What follows belongs to an exercise in optimizing a design on an open flow for small area, a short achievable clock period and few clock cycles per item; a production flow would make more cautious choices.
At most, simulation tests tie the RTL to the original design; equivalence was not proved.
No functional check of the RTL was part of runs 1 and 4 to 6.
Power is estimated from default activity; no workload was simulated.

<file path="design.v">
package rsa_pkg;
    localparam int DEF_WIDTH = 32;
    localparam int DEF_LIMBS = 4;
    localparam int MAX_OPW = 4096;
    typedef enum logic [1:0] {
        ST_IDLE,
        ST_ISSUE,
        ST_DRAIN,
        ST_DONE
    } state_t;
    function automatic logic [MAX_OPW-1:0] limb_sel(
        input logic [MAX_OPW-1:0] vec,
        input logic [31:0]        idx,
        input logic [31:0]        width
    );
        limb_sel = vec >> (idx * width);
    endfunction
endpackage
module mp_mul_retire_pipe #(
    parameter int TW = 3
) (
    input  logic          clk_i,
    input  logic          rst_i,
    input  logic          in_vld_i,
    input  logic [TW-1:0] in_tag_i,
    output logic          out_vld_o,
    output logic [TW-1:0] out_tag_o
);
    logic [1:0]    vld_q;
    logic [TW-1:0] tag0_q;
    logic [TW-1:0] tag1_q;
    always_ff @(posedge clk_i) begin
        if (rst_i) begin
            vld_q  <= '0;
            tag0_q <= '0;
            tag1_q <= '0;
        end else begin
            vld_q  <= {vld_q[0], in_vld_i};
            tag0_q <= in_tag_i;
            tag1_q <= tag0_q;
        end
    end
    assign out_vld_o = vld_q[1];
    assign out_tag_o = tag1_q;
endmodule
module mp_mul_sched #(
    parameter int WIDTH = rsa_pkg::DEF_WIDTH,
    parameter int LIMBS = rsa_pkg::DEF_LIMBS
) (
    input  logic                     clk,
    input  logic                     rst,
    input  logic                     start,
    input  logic [LIMBS*WIDTH-1:0]   op_a,
    input  logic [LIMBS*WIDTH-1:0]   op_b,
    output logic                     busy,
    output logic                     done,
    output logic [2*LIMBS*WIDTH-1:0] result,
    output logic [WIDTH-1:0]         mul_a,
    output logic [WIDTH-1:0]         mul_b,
    input  logic [WIDTH-1:0]         mul_lo,
    input  logic [WIDTH-1:0]         mul_hi
);
    localparam int OPW   = LIMBS * WIDTH;
    localparam int NPAIR = LIMBS * LIMBS;
    localparam int FIRST = 4;                  
    localparam int LAST  = NPAIR + FIRST - 1;  
    localparam int CW    = $clog2(LAST + 2);
    logic                     busy_q, done_q;
    logic [CW-1:0]            cnt_q;
    logic                     acc_q, col0_q, row0_q, row0_n;
    logic [OPW-1:0]           ar_q;
    logic [OPW-1:0]           b_q;
    logic [(LIMBS-1)*WIDTH-1:0] fifo_q;
    logic [WIDTH-1:0]         cy_q;
    logic [WIDTH:0]           u_q;
    logic [WIDTH-1:0]         h_q;
    logic                     load;
    logic [WIDTH-1:0]         pop_n, cin, push, lo, hi, h1, h2, h2t, hs0, hs1;
    logic [WIDTH:0]           u_n, lsum;
    function automatic logic [WIDTH:0] pp_add(input logic [WIDTH-1:0] a,
                                              input logic [WIDTH-1:0] b);
        logic [WIDTH-1:0] g, p, gn, pn;
        g = a & b;
        p = a ^ b;
        for (int d = 1; d < WIDTH; d = d * 2) begin
            gn = g;
            pn = p;
            for (int i = d; i < WIDTH; i++) begin
                gn[i] = g[i] | (p[i] & g[i-d]);
                pn[i] = p[i] & p[i-d];
            end
            g = gn;
            p = pn;
        end
        pp_add = {g[WIDTH-1], (a ^ b) ^ {g[WIDTH-2:0], 1'b0}};
    endfunction
    function automatic logic [WIDTH-1:0] pp_inc(input logic [WIDTH-1:0] a);
        logic [WIDTH-1:0] c;
        c[0] = 1'b1;
        for (int i = 1; i < WIDTH; i++) c[i] = c[i-1] & a[i-1];
        pp_inc = a ^ c;
    endfunction
    always_ff @(posedge clk) begin
        if (rst) begin
            busy_q <= 1'b0;
            done_q <= 1'b0;
            cnt_q  <= '0;
            acc_q  <= 1'b0;
            col0_q <= 1'b0;
            row0_q <= 1'b0;
        end else if (start && !busy_q) begin
            busy_q <= 1'b1;
            done_q <= 1'b0;
            cnt_q  <= CW'(1);
            acc_q  <= 1'b0;
            col0_q <= 1'b0;
            row0_q <= 1'b0;
        end else if (busy_q) begin
            cnt_q  <= cnt_q + CW'(1);
            acc_q  <= (cnt_q >= CW'(FIRST - 1)) && (cnt_q != CW'(LAST));
            col0_q <= ((cnt_q + CW'(1) - CW'(FIRST)) % LIMBS) == 0;
            row0_q <= row0_n;
            if (cnt_q == CW'(LAST)) begin
                busy_q <= 1'b0;
                done_q <= 1'b1;
            end
        end else begin
            done_q <= 1'b0;
            acc_q  <= 1'b0;
        end
    end
    assign load   = start && !busy_q;
    assign row0_n = (cnt_q >= CW'(FIRST - 1)) && (cnt_q < CW'(FIRST - 1 + LIMBS));
    always_comb begin
        pop_n = row0_n ? '0 : fifo_q[2*WIDTH-1:WIDTH];
        u_n   = pp_add(mul_lo, pop_n);
        cin   = col0_q ? '0 : cy_q;
        lsum  = pp_add(u_q[WIDTH-1:0], cin);
        lo    = lsum[WIDTH-1:0];
        h1    = pp_inc(h_q);
        h2t   = pp_inc({1'b0, h_q[WIDTH-1:1]});
        h2    = {h2t[WIDTH-2:0], h_q[0]};
        hs0   = u_q[WIDTH] ? h1 : h_q;
        hs1   = u_q[WIDTH] ? h2 : h1;
        hi    = lsum[WIDTH] ? hs1 : hs0;
        push  = col0_q ? (row0_q ? '0 : cy_q) : lo;
    end
    always_ff @(posedge clk) begin
        u_q <= u_n;
        h_q <= mul_hi;
        if (!busy_q) b_q <= op_b;
        else         b_q <= {b_q[WIDTH-1:0], b_q[OPW-1:WIDTH]};
        if (!busy_q) begin
            if (start) ar_q <= op_a;
        end else if (acc_q && col0_q) begin
            ar_q <= {u_q[WIDTH-1:0], ar_q[OPW-1:WIDTH]};
        end
        if (acc_q) begin
            fifo_q <= {push, fifo_q[(LIMBS-1)*WIDTH-1:WIDTH]};
            cy_q   <= hi;
        end
    end
    assign busy   = busy_q;
    assign done   = done_q;
    assign result = {cy_q, fifo_q, ar_q};
    assign mul_a  = ar_q[WIDTH-1:0];
    assign mul_b  = b_q[WIDTH-1:0];
endmodule
</file>
<file path="flow/run.sh">
#!/bin/bash
# Standard layout, with every port buffered by the smallest buffer cell.
set -euo pipefail
bash standard.sh 'BUFFER_PORTS_ARGS=-buffer_cell sky130_fd_sc_hd__buf_1' finish > layout.log 2>&1
</file>
<file path="standard.sh">
#!/bin/bash
# synth_recipe.tcl (not shown) runs the flow's synth.tcl, then flattens the netlist and writes it again
# the make line also repeats each setting of config.mk as NAME=value (left out here)
make -C /OpenROAD-flow-scripts/flow DESIGN_CONFIG=/design/flow/config.mk WORK_HOME=/design/flow/orfs CLKGATE_MAP_FILE= SYNTH_SCRIPT=/design/flow/synth_recipe.tcl "${@:-finish}"
</file>
<file path="config.mk">
export PLATFORM = sky130hd
export DESIGN_NAME = mp_mul_sched
export DESIGN_NICKNAME = mp_mul_sched
export VERILOG_FILES = /design/flow/design.v
export SDC_FILE = /design/flow/constraint.sdc
export NUM_CORES = 4
export LEC_CHECK = 0
export ABC_CLOCK_PERIOD_IN_PS = 2000
export CAP_MARGIN = 20
export CORE_MARGIN = 2
export CORE_UTILIZATION = 55
export SETUP_SLACK_MARGIN = 4.5
export SLEW_MARGIN = 20
</file>
<file path="constraint.sdc">
create_clock -name core_clock -period 7.0 [get_ports {clk}]
set_input_delay 1.4000 -clock core_clock [delete_from_list [all_inputs] [get_ports {clk}]]
set_output_delay 1.4000 -clock core_clock [all_outputs]
set_load 0.01 [all_outputs]
</file>
==> results.sh, run 1 <==
export IMPL_area_delta_synth_final_pct=44.82
export IMPL_placed_area_sq_um=24650
export IMPL_cp_start_kind="register"
export IMPL_critPathCaptureType="register"
export IMPL_design_area_sq_um=30680
export IMPL_utilization=0.8108
export IMPL_grt_pass1_vias=16720
export IMPL_synth_top_area_cell="edfxtp_1"
export IMPL_setup_viol=0
export IMPL_worstReg2RegEnd="cy_q[30]$_DFFE_PP_"
export IMPL_critPathMaxFanout=3
export IMPL_period_needed_ns=5.688
export IMPL_hold_viol=0
export IMPL_path_delay_family="adder cells"
export IMPL_crit_end="cy_q[30]$_DFFE_PP_"
export IMPL_die_x_um=200.3
export IMPL_grt_use_met2=0.6177
export IMPL_setup_tns_ns=0
export IMPL_r2r_cells=32
export IMPL_cp_data_arrival_time_ns=6.04
export IMPL_ios=645
export IMPL_min_path_type="reg2reg"
export IMPL_synth_area_sq_um=21190
export IMPL_postRouteAntennaNets=0
export IMPL_insertion_delay_ns=0.61
export IMPL_syn_inst=1600
export IMPL_instances_no_fill=2981
export IMPL_dieArea_sq_um=40110
export IMPL_ys_flop_type="edfxtp_1"
export IMPL_wirelength_um=85630
export IMPL_ys_async_sr_fraction=0
export IMPL_via_count=17460
export IMPL_tightest_slew_ns=1.141
export IMPL_crit_path_start="h_q[2]$_DFF_P_"
export IMPL_path_common_cell="ha_4"
export IMPL_cts_root_buf="clkbuf_16"
export IMPL_start_util=0.5598
export IMPL_nets=2866
export IMPL_std_cell_rows=71
export IMPL_drive_gt1_frac=0.4628
export IMPL_ys_types=64
export IMPL_path_buf_inv=0
export IMPL_crit_type="reg2reg"
export IMPL_yosysWarnings=1
export IMPL_cts_made_buffers=48
export IMPL_leakagePower_nw=12.17
export IMPL_drc=0
export IMPL_skew_ns=0.01884
export IMPL_vdd_drop_max_v=0.0002337
export IMPL_rsz0062_at_grt="yes"
export IMPL_synth_top_area_share=0.3628
export IMPL_wire_per_inst_um=28.72
export IMPL_path_depth=32
export IMPL_vias_per_cell=5.856
export IMPL_maxSlewViolCount=0
export IMPL_ys_seq_area_frac=0.5547
export IMPL_fillCellCount=2146
export IMPL_grt_pass1_wl_um=114500
export IMPL_status="complete, no violations"
export IMPL_hpwl_um=59860
export IMPL_antenna_found_initial=18
export IMPL_dr_pass1_iters=5
export IMPL_use_met1=0.5172
export IMPL_clock_fmax_mhz=175.8
export IMPL_relSlewSlack=0.2391
export IMPL_syn_area_per_cell_sq_um=13.24
export IMPL_cts_tree="built"
export IMPL_whs_ns=0.4466
export IMPL_dp_cells=2641
export IMPL_grt_max_degree=129
export IMPL_die_y_um=200.3
export IMPL_groute_usage_overall=0.3943
export IMPL_cts_sinks=459
export IMPL_slowest_delay_ns=0.36
export IMPL_post_route_period_util=0.8125
export IMPL_grt_overflow_total=0
export IMPL_core_sq_um=37840
export IMPL_critPathSlowestCell="dfxtp_4"
export IMPL_htreeDepth=2
export IMPL_r2r_start="h_q[2]$_DFF_P_"
export IMPL_drtIter0Drc=1590
export IMPL_power_density_nw_per_um2=249.4
export IMPL_cts_buffer_depth=3
export IMPL_port_buffer_count=644
export IMPL_cp_required_ns=7.36
export IMPL_syn_num_nets=2049
export IMPL_synth_seq_cells=459
export IMPL_synth_edf_count=256
export IMPL_path_clk_slew_ns=0.06
export IMPL_place_congestion=0.9718
export IMPL_max_cap_violations=0
export IMPL_grt_busiest_layer="met2"
export IMPL_met3_usage=0.1277
export IMPL_r2r_slack_ns=1.31
export IMPL_synth_common_cells="256 x edfxtp_1, 256 x mux2_2, 203 x dfxtp_1"
export IMPL_synthTopCellsByArea="edfxtp_1 36%, dfxtp_1 19%, mux2_2 14%"
worst register-to-register path: cells and delay by family, from the launching register on:
kind	cells	cell delay [ns]
adders and majority gates	29	4.67
DFF	1	0.36
and+or+nand+nor	2	0.13
AOI/OAI and AO/OA	1	0.27
power by group:
group          leakage, nW  total, mW  internal (mW)  switching (mW)
Combinational         7.24       1.63          0.837           0.791
Clock                0.841       2.78           1.63            1.15
Sequential            4.09       3.24           3.08           0.167
registers in the layout, summed over array words and instances (netlist names), 5 cells and up:
register,count
b_q,128
ar_q,128
fifo_q,96
cy_q,32
h_q,32
u_q,33
cnt_q,5
cells in the final DEF (no fill, tap or decap), drive strengths merged, types with 3 or more instances in the layout:
cell type / n
nand2: 65
a22o: 5
nor3: 11
a211o: 4
and2: 34
a21oi: 67
edfxtp: 256
a211oi: 14
xnor2: 30
o21bai: 5
inv: 19
mux2i: 88
a31oi: 5
nand4: 8
a2111oi: 3
a21o: 26
clkinv: 21
clkbuf: 171
bufinv: 7
o31ai: 5
and3: 9
ha: 124
o21ai: 63
nand3: 12
nor2: 26
nand3b: 5
xor2: 28
o21a: 12
buf: 774
and4: 3
mux2: 256
diode: 13
dfxtp: 203
o31a: 4
nor2b: 41
nand2b: 13
or2: 6
per-layer routing:
metal / share of wire / vias to the layer above
met2: 0.46 / 1064
met3: 0.12 / 217
li1: - / 7536
met5: 0.00065 / -
met4: 0.043 / 10
met1: 0.38 / 8629
area by class of cell:
cell class,instances,area [sq um],area share
diodes,13,32.53,0.001060
inverters,19,86.33,0.002814
well taps,511,639.4,0.02084
multi-input cells,1004,10540,0.3436
repair buffers,885,5829,0.1900
clock buffers,60,1340,0.04368
clock inverters,30,390.4,0.01272
flip-flops and latches,459,11820,0.3853
how the worst min path moves through the flow:
stage          cells past startpoint                   end  slack (ns)                  from
6_report                           0  fifo_q[52]$_DFFE_PP_        0.45  fifo_q[84]$_DFFE_PP_
3_3_place_gp                       0  fifo_q[45]$_DFFE_PP_        0.43  fifo_q[77]$_DFFE_PP_
4_1_cts                            0  fifo_q[51]$_DFFE_PP_        0.44  fifo_q[83]$_DFFE_PP_
5_1_grt                            1       b_q[86]$_DFF_P_        0.46      b_q[118]$_DFF_P_
2_1_floorplan                      1        b_q[0]$_DFF_P_        0.43       b_q[32]$_DFF_P_
3_5_place_dp                       0  fifo_q[51]$_DFFE_PP_        0.43  fifo_q[83]$_DFFE_PP_
through the flow:
| stage | power [mW] | worst slack (ns) |
|---|---|---|
| floorplan | 4.051 | 1.526 |
| global placement | 4.373 | 1.381 |
| detailed placement | 4.397 | 1.291 |
| CTS | 7.428 | 1.300 |
| global route | 7.863 | 1.136 |
| finish | 7.654 | 1.312 |
timing repair:
action / 4_1_cts / 5_1_grt
setup buffers: 153 / 75
pin swaps: 59 / 74
hold endpoints to repair: 0 / 0
cloned: 7 / 1
gates resized for setup: 504 / 281
endpoints found under the setup margin: 624 / 503
hold buffers: 0 / 0
kinds of logic after synthesis:
group                    count (synthesis)  synth area share
adder cells (fa/ha/maj)                126           0.07512
XOR/XNOR                                58           0.02398
flip-flops                             459            0.5547
AO/OA/AOI/OAI                          236           0.07051
multiplexers                           344            0.1776
buffers and inverters                  140           0.03868
AND/OR/NAND/NOR                        237           0.05941
==> run 2, diff against run 1 <==
--- a/design.v
+++ b/design.v
@@ -75,7 +75,7 @@
     logic [WIDTH:0]           u_q;
     logic [WIDTH-1:0]         h_q;
     logic                     load;
-    logic [WIDTH-1:0]         pop_n, cin, push, lo, hi, h1, h2, h2t, hs0, hs1;
+    logic [WIDTH-1:0]         pop_n, ua, cin, push, hi, h1, h2, h2t, hs0, hs1;
     logic [WIDTH:0]           u_n, lsum;
     function automatic logic [WIDTH:0] pp_add(input logic [WIDTH-1:0] a,
                                               input logic [WIDTH-1:0] b);
@@ -95,9 +95,13 @@
         pp_add = {g[WIDTH-1], (a ^ b) ^ {g[WIDTH-2:0], 1'b0}};
     endfunction
     function automatic logic [WIDTH-1:0] pp_inc(input logic [WIDTH-1:0] a);
-        logic [WIDTH-1:0] c;
-        c[0] = 1'b1;
-        for (int i = 1; i < WIDTH; i++) c[i] = c[i-1] & a[i-1];
+        logic [WIDTH-1:0] c, cn;
+        c = {a[WIDTH-2:0], 1'b1};
+        for (int d = 1; d < WIDTH; d = d * 2) begin
+            cn = c;
+            for (int i = d; i < WIDTH; i++) cn[i] = c[i] & c[i-d];
+            c = cn;
+        end
         pp_inc = a ^ c;
     endfunction
     always_ff @(posedge clk) begin
@@ -134,16 +138,16 @@
     always_comb begin
         pop_n = row0_n ? '0 : fifo_q[2*WIDTH-1:WIDTH];
         u_n   = pp_add(mul_lo, pop_n);
-        cin   = col0_q ? '0 : cy_q;
-        lsum  = pp_add(u_q[WIDTH-1:0], cin);
-        lo    = lsum[WIDTH-1:0];
+        ua    = col0_q ? '0 : u_q[WIDTH-1:0];
+        cin   = (col0_q && row0_q) ? '0 : cy_q;
+        lsum  = pp_add(ua, cin);
+        push  = lsum[WIDTH-1:0];
         h1    = pp_inc(h_q);
         h2t   = pp_inc({1'b0, h_q[WIDTH-1:1]});
         h2    = {h2t[WIDTH-2:0], h_q[0]};
         hs0   = u_q[WIDTH] ? h1 : h_q;
         hs1   = u_q[WIDTH] ? h2 : h1;
         hi    = lsum[WIDTH] ? hs1 : hs0;
-        push  = col0_q ? (row0_q ? '0 : cy_q) : lo;
     end
     always_ff @(posedge clk) begin
         u_q <= u_n;
--- a/config.mk
+++ b/config.mk
@@ -9,5 +9,5 @@
 export CAP_MARGIN = 20
 export CORE_MARGIN = 2
 export CORE_UTILIZATION = 55
-export SETUP_SLACK_MARGIN = 4.5
+export SETUP_SLACK_MARGIN = 4.6
 export SLEW_MARGIN = 20
==> results.sh, run 2 <==
export IMPL_drive_gt1_frac=0.4556
export IMPL_die_x_um=194.2
export IMPL_start_util=0.5592
export IMPL_hp_start="fifo_q[67]$_DFFE_PP_"
export IMPL_wire_per_inst_um=25.54
export IMPL_ios=645
export IMPL_core_sq_um=35570
export IMPL_path_clk_slew_ns=0.06
export IMPL_critPathSlowestCell="dfxtp_4"
export IMPL_sw_frac_of_total=0.2602
export IMPL_yosys_cell_count_top_type="mux2_2"
export IMPL_r2r_slack_ns=3.52
export IMPL_std_cell_rows=69
export IMPL_clock_fmax_mhz=287.7
export IMPL_cts_root_buf="clkbuf_16"
export IMPL_comb_power_share=0.190
export IMPL_dieArea_sq_um=37700
export IMPL_fillCellCount=2180
export IMPL_synth_top_area_share=0.3865
export IMPL_critPathCaptureType="register"
export IMPL_utilization=0.7958
export IMPL_setup_tns_ns=0
export IMPL_hold_viol=0
export IMPL_path_delay_family="compound AO/OA/AOI/OAI gates"
export IMPL_setup_viol=0
export IMPL_post_route_period_util=0.4965
export IMPL_max_cap_violations=0
export IMPL_drc=0
export IMPL_relSlewSlack=0.3814
export IMPL_antenna_found_initial=16
export IMPL_rsz0062_at_grt="yes"
export IMPL_multi_input_area_sq_um=8780
export IMPL_cp_required_ns=7.34
export IMPL_grt_overflow_total=0
export IMPL_groute_usage_overall=0.3531
export IMPL_holdPathStages=0
export IMPL_via_count=15530
export IMPL_worstReg2RegEnd="cy_q[25]$_DFFE_PP_"
export IMPL_ctsHoldBuffers=0
export IMPL_hpwl_um=50640
export IMPL_placed_area_sq_um=22680
export IMPL_cts_buffer_depth=3
export IMPL_synth_seq_cells=459
export IMPL_period_needed_ns=3.475
export IMPL_design_area_sq_um=28310
export IMPL_intPower_mw=5.205
export IMPL_critPathMaxFanout=8
export IMPL_port_buffer_count=644
export IMPL_power_density_nw_per_um2=248.5
export IMPL_nets=2677
export IMPL_top_regs="ar_q: 128 flops, b_q: 128 flops, fifo_q: 96 flops"
export IMPL_path_cells="nand2_8, and2_4, ha_4, fa_2, a211oi_2, o21ai_2, o311a_4, a31oi_4, o311a_4, buf_6, nor2_4, a22oi_2, buf_4, clkbuf_16, nor3_4, xor2_1"
export IMPL_r2r_start="col0_q$_SDFFE_PP0P_"
export IMPL_vdd_drop_max_v=0.0002454
export IMPL_synth_edf_count=256
export IMPL_ys_async_sr_fraction=0
export IMPL_leakagePower_nw=11.10
export IMPL_skew_ns=0.02024
export IMPL_ys_flop_type="edfxtp_1"
export IMPL_cts_sinks=459
export IMPL_grt_pass1_wl_um=97200
export IMPL_final_cell_mix="374 x buf_1, 257 x mux2_2, 256 x edfxtp_1, 175 x buf_4, 167 x buf_6"
export IMPL_area_delta_synth_final_pct=42.32
export IMPL_drtIter0Drc=977
export IMPL_crit_type="reg2reg"
export IMPL_register_area_sq_um=11820
export IMPL_synth_common_cells="258 x mux2_2, 256 x edfxtp_1, 203 x dfxtp_1"
export IMPL_cts_made_buffers=47
export IMPL_syn_area_per_cell_sq_um=13.37
export IMPL_fin_total_pwr_mw=7.035
export IMPL_power_switching_mw=1.830
export IMPL_status="complete, no violations"
export IMPL_htreeDepth=2
export IMPL_power_frac_seq=0.453
export IMPL_postRouteAntennaNets=0
export IMPL_power_share_clock=0.357
export IMPL_synthTopCellsByArea="edfxtp_1 39%, dfxtp_1 20%, mux2_2 15%"
export IMPL_grt_max_degree=91
export IMPL_wirelength_um=71410
export IMPL_ys_types=63
export IMPL_dr_pass1_iters=7
export IMPL_place_congestion=1.032
export IMPL_cp_start_kind="register"
export IMPL_r2r_cells=16
export IMPL_vias_per_cell=5.556
export IMPL_syn_num_nets=1880
export IMPL_cts_tree="built"
export IMPL_yosysWarnings=1
export IMPL_grt_pass1_vias=14690
export IMPL_whs_ns=0.4402
export IMPL_syn_inst=1488
export IMPL_path_common_cell="o311a_4"
export IMPL_maxSlewViolCount=0
export IMPL_min_path_type="reg2reg"
export IMPL_synth_top_area_cell="edfxtp_1"
export IMPL_whs_endpoint="fifo_q[35]$_DFFE_PP_"
export IMPL_synth_area_sq_um=19890
export IMPL_final_common_cell="buf_1"
export IMPL_die_y_um=194.2
export IMPL_cp_data_arrival_time_ns=3.81
export IMPL_path_buf_inv=3
export IMPL_slowest_delay_ns=0.42
export IMPL_tightest_slew_ns=0.9278
export IMPL_ys_seq_area_frac=0.5908
export IMPL_insertion_delay_ns=0.59
run 2: changes by cell type after synthesis, sizes merged, moves of 6 or more:
| cell | delta |
|---|---|
| xnor2 | +29 |
| and2 | +31 |
| ha | -57 |
| buf | -8 |
| o21ai | -32 |
| nor2 | +28 |
| nand2b | -7 |
| nor4 | +6 |
| a21oi | -7 |
| nand3 | +10 |
| mux2i | -87 |
run 2: how the worst max path moves through the flow:
stage / startpoint / endpoint / slack (ns) / depth (start not counted)
finish: col0_q$_SDFFE_PP0P_ / cy_q[25]$_DFFE_PP_ / 3.52 / 16
global route: col0_q$_SDFFE_PP0P_ / cy_q[25]$_DFFE_PP_ / 3.45 / 16
CTS: col0_q$_SDFFE_PP0P_ / cy_q[20]$_DFFE_PP_ / 3.60 / 14
detailed placement: col0_q$_SDFFE_PP0P_ / cy_q[27]$_DFFE_PP_ / 2.53 / 13
global placement: col0_q$_SDFFE_PP0P_ / cy_q[19]$_DFFE_PP_ / 2.61 / 13
floorplan: mul_lo[0] / u_q[30]$_DFF_P_ / 3.64 / 11
run 2: layout make-up:
cell class	instances	share of cell area
Antenna cell	13	0.001149
Timing Repair Buffer	853	0.1937
Multi-Input combinational cell	908	0.3102
Tap cell	461	0.02038
Clock inverter	18	0.004818
Sequential cell	459	0.4174
Clock buffer	68	0.05021
Inverter	16	0.002122
run 2: power by group through the flow:
stage | Clock [mW] | Sequential, mW | Combinational, mW
final | 2.51 | 3.19 | 1.33
after global routing | 2.65 | 3.20 | 1.42
after CTS | 2.54 | 3.18 | 1.20
after detailed placement | 0 | 3.23 | 0.964
after global placement | 0 | 3.22 | 0.951
after floorplan | 0 | 3.20 | 0.679
run 2: per-layer routing:
metal,wire length [um],up-vias,GRT usage,part of all wire
li1,-,6980,-,-
met1,27080,7660,0.4452,0.38
met2,34060,746,0.5698,0.48
met3,7686,144,0.1275,0.11
met4,2556,4,0.1091,0.036
met5,28,-,0,0.00039
run 2: cells by family after synthesis:
logic type,after synthesis,share of synthesized area
AOI/OAI and AO/OA,187,0.06360
muxes,259,0.1466
buffers and inverters,129,0.03699
adders and majority gates,71,0.04517
DFF,459,0.5908
xor gates and xnor gates,89,0.03919
and+or+nand+nor,294,0.07763
run 2: per-stage QoR:
| stage | instances | worst slack (ns) |
|---|---|---|
| floorplan | 1488 | 3.641 |
| global placement | 2483 | 2.608 |
| detailed placement | 2483 | 2.530 |
| CTS | 2714 | 3.597 |
| global route | 2792 | 3.451 |
| finish | 2796 | 3.525 |
run 2: what timing repair did:
item                       in CTS  in global routing
gates resized for setup       559                204
buffers inserted              137                 66
hold endpoints to repair        0                  0
setup endpoints to repair     541                530
cloned                          8                  3
pin swaps                      77                 66
run 2: worst register-to-register path, cell delays in order (launching register included):
cell,delay [ns]
dfxtp_4,0.42
nand2_8,0.09
and2_4,0.15
ha_4,0.15
fa_2,0.35
a211oi_2,0.26
o21ai_2,0.12
o311a_4,0.38
a31oi_4,0.22
o311a_4,0.23
buf_6,0.11
nor2_4,0.03
a22oi_2,0.17
buf_4,0.16
clkbuf_16,0.18
nor3_4,0.06
xor2_1,0.14
Testbench counts of run 2, summed over its fixed seeds: cycles 19,200, items 960.
==> run 3, diff against run 2 <==
--- a/config.mk
+++ b/config.mk
@@ -5,9 +5,9 @@
 export SDC_FILE = /design/flow/constraint.sdc
 export NUM_CORES = 4
 export LEC_CHECK = 0
-export ABC_CLOCK_PERIOD_IN_PS = 2000
+export ABC_CLOCK_PERIOD_IN_PS = 2500
 export CAP_MARGIN = 20
 export CORE_MARGIN = 2
 export CORE_UTILIZATION = 55
-export SETUP_SLACK_MARGIN = 4.6
+export SETUP_SLACK_MARGIN = 4.2
 export SLEW_MARGIN = 20
==> results.sh, run 3 <==
export IMPL_wire_per_inst_um=24.96
export IMPL_path_common_cell="buf_12"
export IMPL_hpwl_um=49710
export IMPL_yosysWarnings=1
export IMPL_synth_top_area_cell="edfxtp_1"
export IMPL_r2r_start="col0_q$_SDFFE_PP0P_"
export IMPL_whs_endpoint="fifo_q[51]$_DFFE_PP_"
export IMPL_skew_ns=0.02486
export IMPL_cp_start_kind="register"
export IMPL_synth_edf_count=256
export IMPL_crit_type="reg2reg"
export IMPL_via_count=14600
export IMPL_final_common_cell="buf_1"
export IMPL_ios=645
export IMPL_place_congestion=0.9933
export IMPL_setup_viol=0
export IMPL_cts_tree="built"
export IMPL_period_needed_ns=3.410
export IMPL_hp_start="fifo_q[83]$_DFFE_PP_"
export IMPL_dp_cells=2484
export IMPL_vias_per_cell=5.472
export IMPL_htreeDepth=2
export IMPL_cts_buffer_depth=3
export IMPL_clock_fmax_mhz=293.3
export IMPL_min_path_type="reg2reg"
export IMPL_fin_total_pwr_mw=6.842
export IMPL_start_util=0.5592
export IMPL_critPathCaptureType="register"
export IMPL_leakagePower_nw=9.357
export IMPL_die_y_um=194.2
export IMPL_insertion_delay_ns=0.58
export IMPL_rsz0062_at_grt="yes"
export IMPL_relSlewSlack=0.3043
export IMPL_synthTopCellsByArea="edfxtp_1 39%, dfxtp_1 20%, mux2_2 15%"
export IMPL_antenna_found_initial=7
export IMPL_status="complete, no violations"
export IMPL_drc=0
export IMPL_synth_top_area_share=0.3865
export IMPL_syn_area_per_cell_sq_um=13.37
export IMPL_cp_data_arrival_time_ns=3.74
export IMPL_wirelength_um=66590
export IMPL_drtIter0Drc=1056
export IMPL_path_buf_inv=6
export IMPL_nets=2554
export IMPL_instances_no_fill=2668
export IMPL_top_regs="ar_q: 128 flops, b_q: 128 flops, fifo_q: 96 flops"
export IMPL_std_cell_rows=69
export IMPL_ys_seq_area_frac=0.5908
export IMPL_slowest_delay_ns=0.39
export IMPL_r2r_cells=15
export IMPL_cts_root_buf="clkbuf_16"
export IMPL_worstReg2RegEnd="cy_q[9]$_DFFE_PP_"
export IMPL_vdd_drop_max_v=0.0002345
export IMPL_cts_made_buffers=48
export IMPL_register_area_sq_um=11780
export IMPL_ys_async_sr_fraction=0
export IMPL_core_sq_um=35570
export IMPL_cts_sinks=459
export IMPL_yosys_cell_count_top_type="mux2_2"
export IMPL_die_x_um=194.2
export IMPL_ys_flop_type="edfxtp_1"
export IMPL_synth_area_sq_um=19890
export IMPL_multi_input_area_sq_um=8606
export IMPL_setup_tns_ns=0
export IMPL_drive_gt1_frac=0.2788
export IMPL_grt_max_degree=129
export IMPL_post_route_period_util=0.4871
export IMPL_area_delta_synth_final_pct=30.18
export IMPL_path_clk_slew_ns=0.06
export IMPL_final_cell_mix="641 x buf_1, 257 x mux2_2, 256 x edfxtp_1, 196 x dfxtp_1, 57 x buf_4"
export IMPL_postRouteAntennaNets=0
export IMPL_maxSlewViolCount=0
export IMPL_synth_seq_cells=459
export IMPL_grt_overflow_total=0
export IMPL_dieArea_sq_um=37700
export IMPL_max_cap_violations=0
export IMPL_groute_usage_overall=0.3340
export IMPL_hold_viol=0
export IMPL_ys_types=63
export IMPL_path_delay_family="compound AO/OA/AOI/OAI gates"
export IMPL_critPathMaxFanout=9
export IMPL_critPathSlowestCell="maj3_1"
export IMPL_holdPathStages=0
export IMPL_path_cells="buf_12, buf_4, nor2b_1, ha_1, a21o_1, a21o_1, a21oi_2, inv_1, maj3_1, a22oi_2, buf_4, buf_12, buf_12, nor2_2, xnor2_1"
export IMPL_tightest_slew_ns=1.044
export IMPL_grt_pass1_wl_um=92060
export IMPL_syn_inst=1488
export IMPL_grt_pass1_vias=14130
export IMPL_power_density_nw_per_um2=264.3
export IMPL_dr_pass1_iters=6
export IMPL_synth_common_cells="258 x mux2_2, 256 x edfxtp_1, 203 x dfxtp_1"
export IMPL_whs_ns=0.4430
export IMPL_port_buffer_count=644
export IMPL_syn_num_nets=1880
export IMPL_fillCellCount=2577
export IMPL_cp_required_ns=7.33
export IMPL_r2r_slack_ns=3.59
[run 3: layout make-up]
class	count	share of cell area
tap	461	0.02228
clock buffer	77	0.05572
inverter	16	0.002320
timing repair buffer	732	0.1274
antenna	5	0.0004832
sequential	459	0.4548
clock inverter	13	0.004687
multi-input combinational	905	0.3324
[run 3: metrics by stage]
step / cell area [sq um] / util / setup slack [ns]
after floorplan: 20180 / - / 3.629
after global placement: 22540 / 0.6336 / 2.571
after detailed placement: 22540 / 0.6336 / 2.511
after CTS: 25290 / 0.7109 / 3.598
after global routing: 25890 / 0.7279 / 3.464
final: 25890 / 0.7279 / 3.590
[run 3: how the worst max path moves through the flow]
stage | from | end | slack, ns | depth (start not counted)
detailed placement | col0_q$_SDFFE_PP0P_ | cy_q[27]$_DFFE_PP_ | 2.51 | 13
finish | col0_q$_SDFFE_PP0P_ | cy_q[9]$_DFFE_PP_ | 3.59 | 15
global route | col0_q$_SDFFE_PP0P_ | cy_q[9]$_DFFE_PP_ | 3.46 | 16
global placement | col0_q$_SDFFE_PP0P_ | cy_q[19]$_DFFE_PP_ | 2.57 | 13
floorplan | mul_lo[0] | u_q[30]$_DFF_P_ | 3.63 | 11
CTS | col0_q$_SDFFE_PP0P_ | cy_q[15]$_DFFE_PP_ | 3.60 | 14
[run 3: kinds of logic (layout without fill, tap and decap cells)]
group,count (synthesis),count (layout),share of synthesized area
simple gates,294,298,0.07763
buf+inv,129,838,0.03699
other cells,0,5,0
fa+ha+maj,71,71,0.04517
compound gates,187,188,0.06360
mux,259,259,0.1466
flops,459,459,0.5908
xor+xnor,89,89,0.03919
[run 3: worst reg2reg max path: stages (launching register included)]
cell	delay, ns
dfxtp_4	0.38
buf_12	0.15
buf_4	0.13
nor2b_1	0.18
ha_1	0.34
a21o_1	0.22
a21o_1	0.19
a21oi_2	0.34
inv_1	0.10
maj3_1	0.39
a22oi_2	0.17
buf_4	0.15
buf_12	0.12
buf_12	0.12
nor2_2	0.03
xnor2_1	0.14
[run 3: metal layers]
metal	share of wire	global-route usage	up-vias	wire length, um
met5	0	0	-	0
met4	0.035	0.1204	0	2334
met3	0.10	0.1108	120	6794
met2	0.47	0.5363	638	31570
met1	0.39	0.4231	7123	25890
li1	-	-	6718	-
[run 3: what timing repair did]
item | in CTS | in global routing
cloned | 6 | 1
hold buffers | 0 | 0
buffers inserted | 53 | 28
resized for setup | 143 | 74
pin swaps | 68 | 88
endpoints found under the setup margin | 85 | 74
[run 3: report_power, final]
group	switching (mW)	internal, mW	total, mW
sequential	0.112	3.06	3.17
combinational	0.595	0.541	1.14
clock	1.05	1.49	2.53
==> run 4, diff against run 3 <==
--- a/design.v
+++ b/design.v
@@ -67,15 +67,14 @@
     localparam int CW    = $clog2(LAST + 2);
     logic                     busy_q, done_q;
     logic [CW-1:0]            cnt_q;
-    logic                     acc_q, col0_q, row0_q, row0_n;
+    logic                     acc_q, sh_q, m_q, pm_q;
     logic [OPW-1:0]           ar_q;
     logic [OPW-1:0]           b_q;
     logic [(LIMBS-1)*WIDTH-1:0] fifo_q;
     logic [WIDTH-1:0]         cy_q;
     logic [WIDTH:0]           u_q;
     logic [WIDTH-1:0]         h_q;
-    logic                     load;
-    logic [WIDTH-1:0]         pop_n, ua, cin, push, hi, h1, h2, h2t, hs0, hs1;
+    logic [WIDTH-1:0]         pop_n, ua, push, hi, h1, h2, h2t, hs0, hs1;
     logic [WIDTH:0]           u_n, lsum;
     function automatic logic [WIDTH:0] pp_add(input logic [WIDTH-1:0] a,
                                               input logic [WIDTH-1:0] b);
@@ -110,20 +109,24 @@
             done_q <= 1'b0;
             cnt_q  <= '0;
             acc_q  <= 1'b0;
-            col0_q <= 1'b0;
-            row0_q <= 1'b0;
+            sh_q   <= 1'b0;
+            m_q    <= 1'b0;
+            pm_q   <= 1'b0;
         end else if (start && !busy_q) begin
             busy_q <= 1'b1;
             done_q <= 1'b0;
             cnt_q  <= CW'(1);
             acc_q  <= 1'b0;
-            col0_q <= 1'b0;
-            row0_q <= 1'b0;
+            sh_q   <= 1'b0;
+            m_q    <= 1'b0;
+            pm_q   <= 1'b1;
         end else if (busy_q) begin
             cnt_q  <= cnt_q + CW'(1);
-            acc_q  <= (cnt_q >= CW'(FIRST - 1)) && (cnt_q != CW'(LAST));
-            col0_q <= ((cnt_q + CW'(1) - CW'(FIRST)) % LIMBS) == 0;
-            row0_q <= row0_n;
+            acc_q  <= (cnt_q >= CW'(FIRST - 1)) && (cnt_q < CW'(LAST));
+            sh_q   <= (cnt_q >= CW'(FIRST - 1)) && (cnt_q < CW'(LAST - LIMBS + 1)) &&
+                      (((cnt_q + CW'(1) - CW'(FIRST)) % LIMBS) == 0);
+            m_q    <= ((cnt_q + CW'(1) - CW'(FIRST)) % LIMBS) == 0;
+            pm_q   <= cnt_q < CW'(FIRST - 2 + LIMBS);
             if (cnt_q == CW'(LAST)) begin
                 busy_q <= 1'b0;
                 done_q <= 1'b1;
@@ -133,14 +136,11 @@
             acc_q  <= 1'b0;
         end
     end
-    assign load   = start && !busy_q;
-    assign row0_n = (cnt_q >= CW'(FIRST - 1)) && (cnt_q < CW'(FIRST - 1 + LIMBS));
     always_comb begin
-        pop_n = row0_n ? '0 : fifo_q[2*WIDTH-1:WIDTH];
+        pop_n = pm_q ? '0 : fifo_q[2*WIDTH-1:WIDTH];
         u_n   = pp_add(mul_lo, pop_n);
-        ua    = col0_q ? '0 : u_q[WIDTH-1:0];
-        cin   = (col0_q && row0_q) ? '0 : cy_q;
-        lsum  = pp_add(ua, cin);
+        ua    = m_q ? '0 : u_q[WIDTH-1:0];
+        lsum  = pp_add(ua, cy_q);
         push  = lsum[WIDTH-1:0];
         h1    = pp_inc(h_q);
         h2t   = pp_inc({1'b0, h_q[WIDTH-1:1]});
@@ -155,13 +155,16 @@
         if (!busy_q) b_q <= op_b;
         else         b_q <= {b_q[WIDTH-1:0], b_q[OPW-1:WIDTH]};
         if (!busy_q) begin
-            if (start) ar_q <= op_a;
-        end else if (acc_q && col0_q) begin
-            ar_q <= {u_q[WIDTH-1:0], ar_q[OPW-1:WIDTH]};
-        end
-        if (acc_q) begin
-            fifo_q <= {push, fifo_q[(LIMBS-1)*WIDTH-1:WIDTH]};
-            cy_q   <= hi;
+            if (start) begin
+                ar_q <= op_a;
+                cy_q <= '0;
+            end
+        end else begin
+            if (sh_q) ar_q <= {u_q[WIDTH-1:0], ar_q[OPW-1:WIDTH]};
+            if (acc_q) begin
+                fifo_q <= {push, fifo_q[(LIMBS-1)*WIDTH-1:WIDTH]};
+                cy_q   <= hi;
+            end
         end
     end
     assign busy   = busy_q;
--- a/config.mk
+++ b/config.mk
@@ -5,9 +5,9 @@
 export SDC_FILE = /design/flow/constraint.sdc
 export NUM_CORES = 4
 export LEC_CHECK = 0
-export ABC_CLOCK_PERIOD_IN_PS = 2500
+export ABC_CLOCK_PERIOD_IN_PS = 2000
 export CAP_MARGIN = 20
 export CORE_MARGIN = 2
 export CORE_UTILIZATION = 55
-export SETUP_SLACK_MARGIN = 4.2
+export SETUP_SLACK_MARGIN = 4.3
 export SLEW_MARGIN = 20
==> results.sh, run 4 <==
export IMPL_status="complete, no violations"
export IMPL_wire_per_inst_um=26.12
export IMPL_instances_no_fill=2667
export IMPL_die_y_um=194.9
export IMPL_slowest_delay_ns=0.39
export IMPL_pre_cts_ws_ns=2.847
export IMPL_register_area_sq_um=11780
export IMPL_synth_area_sq_um=20050
export IMPL_drc=0
export IMPL_cts_made_buffers=47
export IMPL_synth_top_area_share=0.3834
export IMPL_htreeDepth=2
export IMPL_yosysWarnings=1
export IMPL_setup_tns_ns=0
export IMPL_vdd_drop_max_v=0.0002267
export IMPL_cp_data_arrival_time_ns=3.85
export IMPL_via_count=15040
export IMPL_final_cell_mix="604 x buf_1, 257 x mux2_2, 256 x edfxtp_1, 200 x dfxtp_1, 61 x nor2b_1"
export IMPL_nets=2554
export IMPL_skew_ns=0.02193
export IMPL_hold_viol=0
export IMPL_drtIter0Drc=1039
export IMPL_core_sq_um=35740
export IMPL_std_cell_rows=69
export IMPL_synth_seq_cells=460
export IMPL_period_needed_ns=3.524
export IMPL_power_density_nw_per_um2=279.2
export IMPL_groute_usage_overall=0.3499
export IMPL_syn_area_per_cell_sq_um=13.40
export IMPL_ys_flop_type="edfxtp_1"
export IMPL_critPathSlowestCell="maj3_4"
export IMPL_cts_sinks=460
export IMPL_hpwl_um=52720
export IMPL_start_util=0.5610
export IMPL_grt_overflow_total=0
export IMPL_setup_viol=0
export IMPL_syn_inst=1496
export IMPL_synth_top_area_cell="edfxtp_1"
export IMPL_dieArea_sq_um=38000
export IMPL_crit_type="reg2reg"
export IMPL_r2r_cells=16
export IMPL_grt_max_degree=129
export IMPL_cts_root_buf="clkbuf_16"
export IMPL_multi_input_area_sq_um=8478
export IMPL_syn_num_nets=1888
export IMPL_path_clk_slew_ns=0.07
export IMPL_dp_cells=2493
export IMPL_path_buf_inv=5
export IMPL_drive_gt1_frac=0.2713
export IMPL_ios=645
export IMPL_ys_seq_area_frac=0.5871
export IMPL_postRouteAntennaNets=0
export IMPL_wirelength_um=69670
export IMPL_tightest_slew_ns=1.068
export IMPL_critPathCaptureType="register"
export IMPL_placed_area_sq_um=22740
export IMPL_path_cells="buf_12, buf_8, nor2b_1, ha_2, o21ai_2, o211ai_1, a31oi_2, o2111ai_2, a41oi_4, buf_6, buf_6, maj3_4, buf_6, nor3b_2, xor2_1, and2_1"
export IMPL_antenna_found_initial=10
export IMPL_rsz0062_at_grt="yes"
export IMPL_cp_start_kind="register"
export IMPL_critPathMaxFanout=6
export IMPL_dr_pass1_iters=5
export IMPL_whs_ns=0.4435
export IMPL_final_common_cell="buf_1"
export IMPL_cts_buffer_depth=3
export IMPL_post_route_period_util=0.5034
export IMPL_maxSlewViolCount=0
export IMPL_grt_pass1_wl_um=94980
export IMPL_max_cap_violations=0
export IMPL_vias_per_cell=5.640
export IMPL_top_regs="ar_q: 128 flops, b_q: 128 flops, fifo_q: 96 flops"
export IMPL_holdPathStages=0
export IMPL_path_delay_family="compound AO/OA/AOI/OAI gates"
export IMPL_path_depth=16
export IMPL_fillCellCount=2556
export IMPL_cp_required_ns=7.33
export IMPL_yosys_cell_count_top_type="mux2_2"
export IMPL_path_common_cell="buf_6"
export IMPL_synth_common_cells="257 x mux2_2, 256 x edfxtp_1, 204 x dfxtp_1"
export IMPL_synth_edf_count=256
export IMPL_place_congestion=0.9919
export IMPL_synthTopCellsByArea="edfxtp_1 38%, dfxtp_1 20%, mux2_2 14%"
export IMPL_min_path_type="reg2reg"
export IMPL_cts_tree="built"
export IMPL_die_x_um=194.9
export IMPL_design_area_sq_um=25800
export IMPL_fin_ws_ns=3.476
export IMPL_relSlewSlack=0.2882
export IMPL_leakagePower_nw=9.605
export IMPL_port_buffer_count=644
export IMPL_area_delta_synth_final_pct=28.70
export IMPL_clock_fmax_mhz=283.8
export IMPL_grt_pass1_vias=14140
export IMPL_utilization=0.7220
export IMPL_ys_types=68
export IMPL_fin_total_pwr_mw=7.205
export IMPL_insertion_delay_ns=0.58
export IMPL_ys_async_sr_fraction=0
[run 4: cell count changes after synthesis, sizes merged, moves of 6 or more]
cell / change
and2: -39
nor2b: +38
nor2: -12
a211oi: -8
a21o: +7
nand2: -6
nand2b: +6
nor3: +6
o21a: -6
xnor2: -6
[run 4: worst paths after layout]
path                                           start               endpoint  slack [ns]
worst max-delay path                m_q$_SDFFE_PP0P_  cy_q[9]$_SDFFCE_PN0P_        3.48
worst min-delay path            fifo_q[68]$_DFFE_PP_   fifo_q[36]$_DFFE_PP_        0.44
worst min register to register  fifo_q[68]$_DFFE_PP_   fifo_q[36]$_DFFE_PP_        0.44
worst max register to register      m_q$_SDFFE_PP0P_  cy_q[9]$_SDFFCE_PN0P_        3.48
[run 4: final cells by class]
| class | instances | area share |
|---|---|---|
| clock inverter | 12 | 0.003443 |
| clock buffer | 72 | 0.05610 |
| timing repair buffer | 727 | 0.1296 |
| inverter | 17 | 0.002473 |
| antenna | 9 | 0.0008728 |
| sequential | 460 | 0.4567 |
| multi-input combinational | 909 | 0.3285 |
| tap | 461 | 0.02235 |
[run 4: metal layers]
layer	track usage	part of all wire	up-vias
met5	0	0.00011	-
met4	0.1402	0.041	2
met3	0.1109	0.11	145
met2	0.5442	0.46	760
met1	0.4563	0.39	7354
li1	-	-	6782
[run 4: where the power goes]
| group | internal [mW] | leakage [nW] | switching (mW) |
|---|---|---|---|
| clock | 1.46 | 0.771 | 1.03 |
| combinational | 0.685 | 4.71 | 0.781 |
| sequential | 3.11 | 4.13 | 0.143 |
[run 4: cells by family (layout without fill, tap and decap cells)]
kind of cell | count (synthesis) | in the layout | synth area share
buffers and inverters | 129 | 828 | 0.03663
flip-flops | 460 | 460 | 0.5871
AO/OA/AOI/OAI | 196 | 196 | 0.06459
adder cells (fa/ha/maj) | 70 | 72 | 0.04449
multiplexers | 263 | 263 | 0.1480
other | 0 | 9 | 0
AND/OR/NAND/NOR | 293 | 293 | 0.08212
XOR/XNOR | 85 | 85 | 0.03713
[run 4: repair_timing]
action	in CTS	in global routing
endpoints found under the setup margin	307	73
pin swaps	52	85
resized for setup	108	78
hold buffers	0	0
cloned	6	0
setup buffers	47	28
==> run 5, diff against run 4 <==
--- a/config.mk
+++ b/config.mk
@@ -9,5 +9,6 @@
 export CAP_MARGIN = 20
 export CORE_MARGIN = 2
 export CORE_UTILIZATION = 55
+export CTS_BUF_LIST = sky130_fd_sc_hd__clkbuf_8
 export SETUP_SLACK_MARGIN = 4.3
 export SLEW_MARGIN = 20
==> results.sh, run 5 <==
export IMPL_status="complete, no violations"
export IMPL_synth_xor_area_frac=0.03713
export IMPL_via_count=15180
export IMPL_relSlewSlack=0.2890
export IMPL_synth_seq_cells=460
export IMPL_period_needed_ns=3.457
export IMPL_synthSimpleGateAreaFrac=0.08212
export IMPL_path_delay_family="compound AO/OA/AOI/OAI gates"
export IMPL_nets=2581
export IMPL_antenna_found_initial=8
export IMPL_hold_viol=0
export IMPL_synth_fa_ha_area_frac=0.04449
export IMPL_path_buf_inv=2
export IMPL_die_y_um=194.9
export IMPL_setup_tns_ns=0
export IMPL_ys_seq_area_frac=0.5871
export IMPL_grt_pass1_vias=14450
export IMPL_synthMuxAreaShare=0.1480
export IMPL_leakagePower_nw=9.779
export IMPL_path_cells="nor2b_4, ha_4, fa_2, a211oi_2, o211ai_1, a31oi_2, o2111ai_2, a41oi_4, buf_4, buf_6, maj3_4, nor3_4, xor2_1, and2_1"
export IMPL_clock_fmax_mhz=289.2
export IMPL_ys_types=68
export IMPL_final_common_cell="buf_1"
export IMPL_power_density_nw_per_um2=267.7
export IMPL_pre_cts_ws_ns=2.847
export IMPL_syn_num_nets=1888
export IMPL_die_x_um=194.9
export IMPL_fin_ws_ns=3.543
export IMPL_tightest_slew_ns=1.066
export IMPL_critPathMaxFanout=8
export IMPL_drive_gt1_frac=0.2895
export IMPL_ios=645
export IMPL_drc=0
export IMPL_cts_root_buf="clkbuf_8"
export IMPL_vias_per_cell=5.596
export IMPL_synthTopCellsByArea="edfxtp_1 38%, dfxtp_1 20%, mux2_2 14%"
export IMPL_synth_top_family_by_area="multiplexers"
export IMPL_cp_required_ns=7.38
export IMPL_ys_flop_type="edfxtp_1"
export IMPL_synth_edf_count=256
export IMPL_skew_ns=0.02343
export IMPL_syn_area_per_cell_sq_um=13.40
export IMPL_instances_no_fill=2712
export IMPL_postRouteAntennaNets=0
export IMPL_place_congestion=0.9919
export IMPL_htreeDepth=3
export IMPL_grt_overflow_total=0
export IMPL_post_route_period_util=0.4939
export IMPL_crit_type="reg2reg"
export IMPL_wire_per_inst_um=26.05
export IMPL_top_regs="ar_q: 128 flops, b_q: 128 flops, fifo_q: 96 flops"
export IMPL_cts_buffer_depth=3
export IMPL_syn_inst=1496
export IMPL_insertion_delay_ns=0.63
export IMPL_synth_common_cells="257 x mux2_2, 256 x edfxtp_1, 204 x dfxtp_1"
export IMPL_max_cap_violations=0
export IMPL_dr_pass1_iters=5
export IMPL_std_cell_rows=69
export IMPL_utilization=0.7219
export IMPL_start_util=0.5610
export IMPL_maxSlewViolCount=0
export IMPL_cp_start_kind="register"
export IMPL_drtIter0Drc=1130
export IMPL_critPathSlowestCell="dfxtp_1"
export IMPL_min_path_type="reg2reg"
export IMPL_slowest_delay_ns=0.46
export IMPL_port_buffer_count=644
export IMPL_setup_viol=0
export IMPL_yosys_cell_count_top_type="mux2_2"
export IMPL_cts_sinks=460
export IMPL_synth_area_sq_um=20050
export IMPL_core_sq_um=35740
export IMPL_cts_tree="built"
export IMPL_synth_top_area_share=0.3834
export IMPL_area_delta_synth_final_pct=28.69
export IMPL_dieArea_sq_um=38000
export IMPL_final_cell_mix="586 x buf_1, 257 x mux2_2, 256 x edfxtp_1, 201 x dfxtp_1, 87 x clkbuf_8"
export IMPL_ys_async_sr_fraction=0
export IMPL_ctsHoldBuffers=0
export IMPL_fin_total_pwr_mw=6.906
export IMPL_rsz0062_at_grt="yes"
export IMPL_cp_data_arrival_time_ns=3.84
export IMPL_synth_top_area_cell="edfxtp_1"
export IMPL_vdd_drop_max_v=0.0001886
export IMPL_yosysWarnings=1
export IMPL_synth_compound_area_frac=0.06459
export IMPL_hpwl_um=52720
export IMPL_dp_cells=2493
export IMPL_path_clk_slew_ns=0.07
export IMPL_grt_max_degree=129
export IMPL_critPathCaptureType="register"
export IMPL_wirelength_um=70650
export IMPL_cts_made_buffers=75
export IMPL_grt_pass1_wl_um=96190
export IMPL_groute_usage_overall=0.3546
## run 5: path summary, 6_finish.rpt
| check | from | to | slack [ns] | cells past startpoint |
|---|---|---|---|---|
| setup reg to reg | u_q[0]$_DFF_P_ | cy_q[15]$_SDFFCE_PN0P_ | 3.54 | 14 |
| hold / removal | fifo_q[68]$_DFFE_PP_ | fifo_q[36]$_DFFE_PP_ | 0.44 | 0 |
| setup / recovery | u_q[0]$_DFF_P_ | cy_q[15]$_SDFFCE_PN0P_ | 3.54 | 14 |
| hold reg to reg | fifo_q[68]$_DFFE_PP_ | fifo_q[36]$_DFFE_PP_ | 0.44 | 0 |
## run 5: where the power goes
part	switching [mW]	leakage, nW	total, mW	internal [mW]
clock network	1.08	0.818	2.22	1.14
logic	0.767	4.84	1.44	0.669
registers	0.143	4.13	3.25	3.11
total	1.99	9.78	6.91	4.92
## run 5: kinds of logic after synthesis
kind of cell / after synthesis
flops: 460
buf+inv: 129
compound gates: 196
mux: 263
fa+ha+maj: 70
xor+xnor: 85
simple gates: 293
## run 5: per-stage QoR
stage                     hold WS, ns  area (sq um)
final                          0.4440         25800
after floorplan                0.4329         20390
after detailed placement       0.4304         22740
after global routing           0.4481         25800
after CTS                      0.4418         25110
after global placement         0.4341         22740
## run 5: cell type report
cell class / instances / area [sq um]
Antenna cell: 6 / 15.01
Clock buffer: 87 / 1197
Clock inverter: 46 / 216.5
Fill cell: 2578 / 9940
Inverter: 17 / 63.81
Multi-Input combinational cell: 909 / 8513
Sequential cell: 460 / 11780
Tap cell: 461 / 576.8
Timing Repair Buffer: 726 / 3437
## run 5: repair_timing
action | in CTS | in global routing
setup endpoints to repair | 331 | 113
endpoints found under the hold margin | 0 | 0
setup buffers | 51 | 23
pin swaps | 53 | 53
gates cloned | 6 | 0
resized for setup | 125 | 111
## run 5: metal layers
layer,GRT usage,part of all wire
met1,0.4562,0.39
met2,0.5478,0.46
met3,0.1263,0.11
met4,0.1428,0.041
met5,0,0.00057
## run 5: worst register-to-register path: stages (launching register included)
cell and delay (ns):
dfxtp_1 0.46, nor2b_4 0.21, ha_4 0.15, fa_2 0.21
a211oi_2 0.07, o211ai_1 0.26, a31oi_2 0.17, o2111ai_2 0.27
a41oi_4 0.19, buf_4 0.18, buf_6 0.12, maj3_4 0.43
nor3_4 0.22, xor2_1 0.12, and2_1 0.15
==> run 6, diff against run 5 <==
--- a/config.mk
+++ b/config.mk
@@ -8,7 +8,7 @@
 export ABC_CLOCK_PERIOD_IN_PS = 2000
 export CAP_MARGIN = 20
 export CORE_MARGIN = 2
-export CORE_UTILIZATION = 55
-export CTS_BUF_LIST = sky130_fd_sc_hd__clkbuf_8
-export SETUP_SLACK_MARGIN = 4.3
+export CORE_UTILIZATION = 60
+export CTS_BUF_LIST = sky130_fd_sc_hd__clkbuf_4 sky130_fd_sc_hd__clkbuf_8
+export SETUP_SLACK_MARGIN = 3.6
 export SLEW_MARGIN = 20
==> results.sh, run 6 <==
export IMPL_hpwl_um=52760
export IMPL_maxSlewViolCount=0
export IMPL_drtIter0Drc=1339
export IMPL_register_area_sq_um=11780
export IMPL_cp_start_kind="register"
export IMPL_rsz0062_at_grt="yes"
export IMPL_post_route_period_util=0.4949
export IMPL_final_common_cell="buf_1"
export IMPL_r2r_cells=13
export IMPL_relSlewSlack=0.2930
export IMPL_synth_edf_count=256
export IMPL_syn_num_nets=1888
export IMPL_fin_ws_ns=3.535
export IMPL_grt_pass1_wl_um=93900
export IMPL_yosysWarnings=1
export IMPL_cts_tree="built"
export IMPL_grt_max_degree=197
export IMPL_leakagePower_nw=9.161
export IMPL_fin_total_pwr_mw=6.900
export IMPL_synth_seq_cells=460
export IMPL_std_cell_rows=66
export IMPL_slowest_delay_ns=0.40
export IMPL_ys_flop_type="edfxtp_1"
export IMPL_start_util=0.6131
export IMPL_synth_area_sq_um=20050
export IMPL_synth_common_cells="257 x mux2_2, 256 x edfxtp_1, 204 x dfxtp_1"
export IMPL_core_sq_um=32700
export IMPL_fillCellCount=2296
export IMPL_crit_type="reg2reg"
export IMPL_insertion_delay_ns=0.64
export IMPL_ys_seq_area_frac=0.5871
export IMPL_postRouteAntennaNets=0
export IMPL_wire_per_inst_um=25.28
export IMPL_max_cap_violations=0
export IMPL_setup_viol=0
export IMPL_dr_pass1_iters=5
export IMPL_grt_overflow_total=0
export IMPL_place_congestion=1.017
export IMPL_path_clk_slew_ns=0.06
export IMPL_cp_data_arrival_time_ns=3.84
export IMPL_cts_sinks=460
export IMPL_ctsHoldBuffers=0
export IMPL_min_path_type="reg2reg"
export IMPL_synthTopCellsByArea="edfxtp_1 38%, dfxtp_1 20%, mux2_2 14%"
export IMPL_yosys_cell_count_top_type="mux2_2"
export IMPL_skew_ns=0.03413
export IMPL_period_needed_ns=3.465
export IMPL_synth_top_area_cell="edfxtp_1"
export IMPL_syn_inst=1496
export IMPL_holdPathStages=0
export IMPL_setup_tns_ns=0
export IMPL_clock_fmax_mhz=288.6
export IMPL_htreeDepth=3
export IMPL_via_count=14960
export IMPL_instances_no_fill=2652
export IMPL_critPathCaptureType="register"
export IMPL_multi_input_area_sq_um=7925
export IMPL_drc=0
export IMPL_dieArea_sq_um=34900
export IMPL_synth_top_area_share=0.3834
export IMPL_grt_pass1_vias=14380
export IMPL_cts_root_buf="clkbuf_8"
export IMPL_pre_cts_ws_ns=2.769
export IMPL_ys_async_sr_fraction=0
export IMPL_critPathSlowestCell="mux2i_4"
export IMPL_top_regs="ar_q: 128 flops, b_q: 128 flops, fifo_q: 96 flops"
export IMPL_placed_area_sq_um=22490
export IMPL_port_buffer_count=644
export IMPL_final_cell_mix="643 x buf_1, 257 x mux2_2, 256 x edfxtp_1, 201 x dfxtp_1, 88 x clkbuf_8"
export IMPL_cts_buffer_depth=3
export IMPL_syn_area_per_cell_sq_um=13.40
export IMPL_dp_cells=2475
export IMPL_vias_per_cell=5.641
export IMPL_hold_viol=0
export IMPL_power_density_nw_per_um2=279.7
export IMPL_status="complete, no violations"
export IMPL_critPathMaxFanout=6
export IMPL_drive_gt1_frac=0.2260
export IMPL_area_delta_synth_final_pct=23.05
export IMPL_die_x_um=186.8
export IMPL_die_y_um=186.8
export IMPL_path_cells="buf_4, nor2b_1, ha_2, a211oi_4, o211ai_1, a31oi_2, o2111ai_2, a41oi_4, mux2i_4, buf_12, or2b_1, xnor2_1, and2_1"
export IMPL_ios=645
export IMPL_antenna_found_initial=5
export IMPL_tightest_slew_ns=1.061
export IMPL_nets=2539
export IMPL_ys_types=68
export IMPL_design_area_sq_um=24670
export IMPL_vdd_drop_max_v=0.0001887
export IMPL_wirelength_um=67050
export IMPL_groute_usage_overall=0.3750
export IMPL_cp_required_ns=7.37
export IMPL_cts_made_buffers=74
==> run 6: cell counts after synthesis <==
No cell type changed its count.
==> run 6: path summary, 6_finish.rpt <==
check | from | end | slack (ns)
min reg2reg | fifo_q[70]$_DFFE_PP_ | fifo_q[38]$_DFFE_PP_ | 0.44
max reg2reg | m_q$_SDFFE_PP0P_ | cy_q[6]$_SDFFCE_PN0P_ | 3.54
min | fifo_q[70]$_DFFE_PP_ | fifo_q[38]$_DFFE_PP_ | 0.44
max | m_q$_SDFFE_PP0P_ | cy_q[6]$_SDFFCE_PN0P_ | 3.54
==> run 6: final cells by class <==
cell class / count / area share
diodes: 2 / 0.0002029
clock buffers: 115 / 0.05731
clock inverters: 22 / 0.005629
inverters: 17 / 0.002586
multi-input cells: 910 / 0.3212
flip-flops and latches: 460 / 0.4775
well taps: 442 / 0.02241
repair buffers: 684 / 0.1132
==> run 6: power breakdown <==
part	switching [mW]	internal, mW	total (mW)
Combinational	0.708	0.569	1.28
Sequential	0.144	3.11	3.26
Clock	1.06	1.30	2.37
Total	1.92	4.98	6.90
==> run 6: through the flow <==
stage,util,hold slack [ns]
6_report,0.7545,0.4443
5_1_grt,0.7544,0.4572
4_1_cts,0.7440,0.4452
3_5_place_dp,0.6878,0.4324
3_3_place_gp,0.6878,0.4315
2_1_floorplan,-,0.4329
==> run 6: cell families after synthesis <==
kind of cell | count (synthesis) | synth area share
and+or+nand+nor | 293 | 0.08212
DFF | 460 | 0.5871
buffers and inverters | 129 | 0.03663
adders and majority gates | 70 | 0.04449
xor gates and xnor gates | 85 | 0.03713
muxes | 263 | 0.1480
AOI/OAI and AO/OA | 196 | 0.06459
==> run 6: worst max-delay path: cells and delay by family, from the launching register on <==
kind                     cells  cell delay [ns]
XOR/XNOR                     1             0.12
multiplexers                 1             0.40
flip-flops                   1             0.39
AND/OR/NAND/NOR              3             0.53
buffers and inverters        2             0.32
AO/OA/AOI/OAI                5             1.10
adder cells (fa/ha/maj)      1             0.34
==> run 6: timing repair <==
action                     in CTS  in global routing
setup endpoints to repair      43                 39
buffers inserted               17                 18
gates cloned                    2                  1
resized for setup              20                 44
pin swaps                      11                 27
==> run 6: routing by layer <==
metal | wire length (um) | share of wire | GRT usage
met1 | 25000 | 0.37 | 0.4710
met2 | 29590 | 0.44 | 0.5589
met3 | 10070 | 0.15 | 0.1849
met4 | 2374 | 0.035 | 0.1416
met5 | 13 | 0.00019 | 0

[separate check: timing with driven ports]
Ports are ideal in the flow. The routed layouts listed here were re-timed in OpenROAD.
Step 1: set_driving_cell puts a clkbuf_16 on clk and a buf_2 on each other input, an assumption about the parent block.
Step 2, shift: input delay + t, output delay - t, t = (earliest + latest rising clock arrival at the registers) / 2. This alone moves slack from input paths to output paths.
Slacks: ideal / step 1 / step 2; pairs: ideal / step 1.
run | t, ns | setup slack, ns | hold slack, ns
run 1 | 0.661 | 1.312 / 1.312 / 1.312 | 0.447 / 0.447 / 0.447
run 2 | 0.632 | 3.525 / 3.525 / 3.166 | 0.440 / 0.440 / 0.440
run 3 | 0.627 | 3.590 / 3.590 / 3.272 | 0.443 / 0.443 / 0.443
run 4 | 0.626 | 3.476 / 3.476 / 3.030 | 0.443 / 0.443 / 0.443
run 5 | 0.673 | 3.543 / 3.543 / 3.065 | 0.444 / 0.444 / 0.444
run 6 | 0.673 | 3.535 / 3.535 / 2.911 | 0.444 / 0.444 / 0.444
After both steps setup and hold are still met in every run listed. The setup slack of run 6, which loses most, moves by 0.000 ns with the drivers and by -0.624 ns with both steps.
